This is an optimization exercise on Yosys and OpenROAD, whose aim is small area, a short achievable clock period and few clock cycles, not a production implementation.
Function was checked by simulation only, so behaviour that the tests miss may differ from the original.

Setup of the reference run:
Design mac_array, start of the top module:
module mac_array (
  input  logic        clk,
  input  logic        arst_n_in,
  input  logic        in_valid,
  output logic        in_ready,
  input  logic [63:0] a_in,
  input  logic [63:0] b_in,
  input  logic        in_last,
  input  logic        round_in,
  input  logic        sat_in,
  output logic        out_valid,
  input  logic        out_ready,
  output logic [63:0] out,
  output logic [3:0]  out_ovf
);
For scale: about 6100 cells after synthesis, ~210 I/O pins, roughly 61000 um2 of cells after synthesis.
==> module mac_array, before the edit <==
module mac_array (
  input  logic        clk,
  input  logic        arst_n_in,
  input  logic        in_valid,
  output logic        in_ready,
  input  logic [63:0] a_in,
  input  logic [63:0] b_in,
  input  logic        in_last,
  input  logic        round_in,
  input  logic        sat_in,
  output logic        out_valid,
  input  logic        out_ready,
  output logic [63:0] out,
  output logic [3:0]  out_ovf
);
  localparam int unsigned RW = 68;   
  logic          busy_q, take, pop, o_free;
  logic          v0_q, l0_q, v1_q, l1_q, l2_q, done_q;
  logic          r0_q, s0_q, r1_q, s1_q, r2_q, s2_q, r3_q, s3_q;
  logic [1:0]    cnt_q, cnt_d;
  logic [RW-1:0] res, o_q;
  logic          ov_q;
  logic [RW-1:0] sk_q [2];
  logic [1:0]    sc_q;
  logic          rp_q, wp_q;
  assign take     = in_valid & ~busy_q;
  assign in_ready = ~busy_q;
  assign pop      = ov_q & out_ready;
  assign o_free   = ~ov_q | out_ready;
  logic inc, dec;
  assign inc = take & in_last;
  assign dec = pop;
  always_comb begin
    case ({inc, dec})
      2'b10:   cnt_d = cnt_q + 2'd1;
      2'b01:   cnt_d = cnt_q - 2'd1;
      default: cnt_d = cnt_q;
    endcase
  end
  always_ff @(posedge clk or negedge arst_n_in) begin
    if (!arst_n_in) begin
      busy_q  <= 1'b0;
      cnt_q   <= 2'd0;
      v0_q    <= 1'b0;
      l0_q    <= 1'b0;
      v1_q    <= 1'b0;
      l1_q    <= 1'b0;
      l2_q    <= 1'b0;
      done_q  <= 1'b0;
    end else begin
      busy_q  <= ~dec & (busy_q | ((cnt_q == 2'd2) & in_valid & in_last));
      cnt_q   <= cnt_d;
      v0_q    <= take;
      l0_q    <= take & in_last;
      v1_q    <= v0_q;
      l1_q    <= l0_q;
      l2_q    <= l1_q;
      done_q  <= l2_q;
    end
  end
  always_ff @(posedge clk) begin
    r0_q <= round_in;
    s0_q <= sat_in;
    r1_q <= r0_q;
    s1_q <= s0_q;
    r2_q <= r1_q;
    s2_q <= s1_q;
    r3_q <= r2_q;
    s3_q <= s2_q;
  end
  for (genvar gi = 0; gi < 4; gi++) begin : g_lane
    mac_lane u_lane (
      .clk_i  (clk),
      .take_i (take),
      .a_i    (a_in[gi*16 +: 16]),
      .b_i    (b_in[gi*16 +: 16]),
      .rst_ni (arst_n_in),
      .v1_i   (v1_q),
      .l1_i   (l1_q),
      .rnd_i  (r2_q),
      .rnd_f_i(r3_q),
      .sat_f_i(s3_q),
      .res_o  (res[gi*16 +: 16]),
      .ovf_o  (res[64 + gi])
    );
  end
  always_ff @(posedge clk) begin
    if (done_q) sk_q[wp_q] <= res;
    if (o_free) o_q <= (sc_q != 2'd0) ? sk_q[rp_q] : res;
  end
  always_ff @(posedge clk or negedge arst_n_in) begin
    if (!arst_n_in) begin
      ov_q <= 1'b0;
      sc_q <= 2'd0;
      rp_q <= 1'b0;
      wp_q <= 1'b0;
    end else begin
      if (o_free) ov_q <= (sc_q != 2'd0) | done_q;
      if (o_free && sc_q != 2'd0) rp_q <= ~rp_q;
      if (done_q && !(o_free && sc_q == 2'd0)) wp_q <= ~wp_q;
      sc_q <= sc_q + {1'b0, done_q && !(o_free && sc_q == 2'd0)}
                   - {1'b0, o_free && sc_q != 2'd0};
    end
  end
  assign out_valid = ov_q;
  assign out       = o_q[63:0];
  assign out_ovf   = o_q[67:64];
endmodule
export LEC_CHECK = 0
export ABC_AREA = 1
export CAP_MARGIN = 20
export CORE_MARGIN = 2
export CORE_UTILIZATION = 40
export SETUP_SLACK_MARGIN = 3.9
export SLEW_MARGIN = 20
create_clock -name core_clock -period 7.0 [get_ports {clk}]
run.sh (not shown) runs the stock make flow with config.mk's settings and CLKGATE_MAP_FILE= SYNTH_SCRIPT=/design/flow/synth_recipe.tcl, a recipe that flattens the netlist after the stock synthesis.
Testbench counts of the reference run, summed over its fixed seeds: cycles 20,723.
The inputs of the trial run differ from those of the reference run as listed below.
--- a/flow/design.v
+++ b/flow/design.v
@@ -1459,16 +1459,7 @@
   assign in_ready = ~busy_q;
   assign pop      = ov_q & out_ready;
   assign o_free   = ~ov_q | out_ready;
-  logic inc, dec;
-  assign inc = take & in_last;
-  assign dec = pop;
-  always_comb begin
-    case ({inc, dec})
-      2'b10:   cnt_d = cnt_q + 2'd1;
-      2'b01:   cnt_d = cnt_q - 2'd1;
-      default: cnt_d = cnt_q;
-    endcase
-  end
+  assign cnt_d = cnt_q + {1'b0, take & in_last} - {1'b0, pop};
   always_ff @(posedge clk or negedge arst_n_in) begin
     if (!arst_n_in) begin
       busy_q  <= 1'b0;
@@ -1480,7 +1471,7 @@
       l2_q    <= 1'b0;
       done_q  <= 1'b0;
     end else begin
-      busy_q  <= ~dec & (busy_q | ((cnt_q == 2'd2) & in_valid & in_last));
+      busy_q  <= (cnt_d == 2'd3);
       cnt_q   <= cnt_d;
       v0_q    <= take;
       l0_q    <= take & in_last;
Results
Multi-input gate count (the trial run over the reference run): decrease, 57
The trial run reports its top metal layer carrying routed signals as met4 while the reference run reports met5.
In the trial run, the placer congestion estimate came out about 0.6% below the value in the reference run.
The trial run vs. the reference run: buffering stage count on the worst path with inverters included lost 1, number of standard cells in the layout, taps in and fillers out lost about 0.8%, number of global-route vias before repair neither gained nor lost much, utilization picked up an extra 0.29 points.
Maximum frequency of the reference run is on par with the trial run.
The trial run vs. the reference run: synthesized area shrank by about 0.43%; via count shrank by 559; number of instances on the worst hold path held steady; clock tree buffer count of the final layout grew by about 4.5%; global-route usage held steady.
Post-synthesis share of cell area spent on xor and xnor gates of the reference run is on par with the trial run.
Testbench counts of the trial run, summed over its fixed seeds: cycles 20,723.

## re-timing with driven ports
Ports are ideal in the flow. The routed layouts listed here were re-timed in OpenROAD. Step 1 assumes that a clkbuf_16 drives the clock port and a buf_2 every other input. Step 2 also shifts input and output timing later by t, the mid clock arrival at the registers, as if the neighbouring blocks saw the same clock. a / b / c = ideal ports / drivers / drivers and shift; a / b = the first two.
run	shift t [ns]	setup WS [ns]	hold WS [ns]	worst register clock-pin slew, ns	cell pins on the clock port's net
the reference run	0.794	3.969 / 3.900 / 3.361	0.328 / 0.328 / 0.328	0.07 / 0.07	1
the trial run	0.796	3.968 / 3.896 / 3.248	0.325 / 0.325 / 0.325	0.07 / 0.07	1
After both steps setup and hold are still met in every run listed. For the trial run, which loses most, drivers alone change the setup slack by -0.072 ns; drivers and shift together by -0.720 ns.
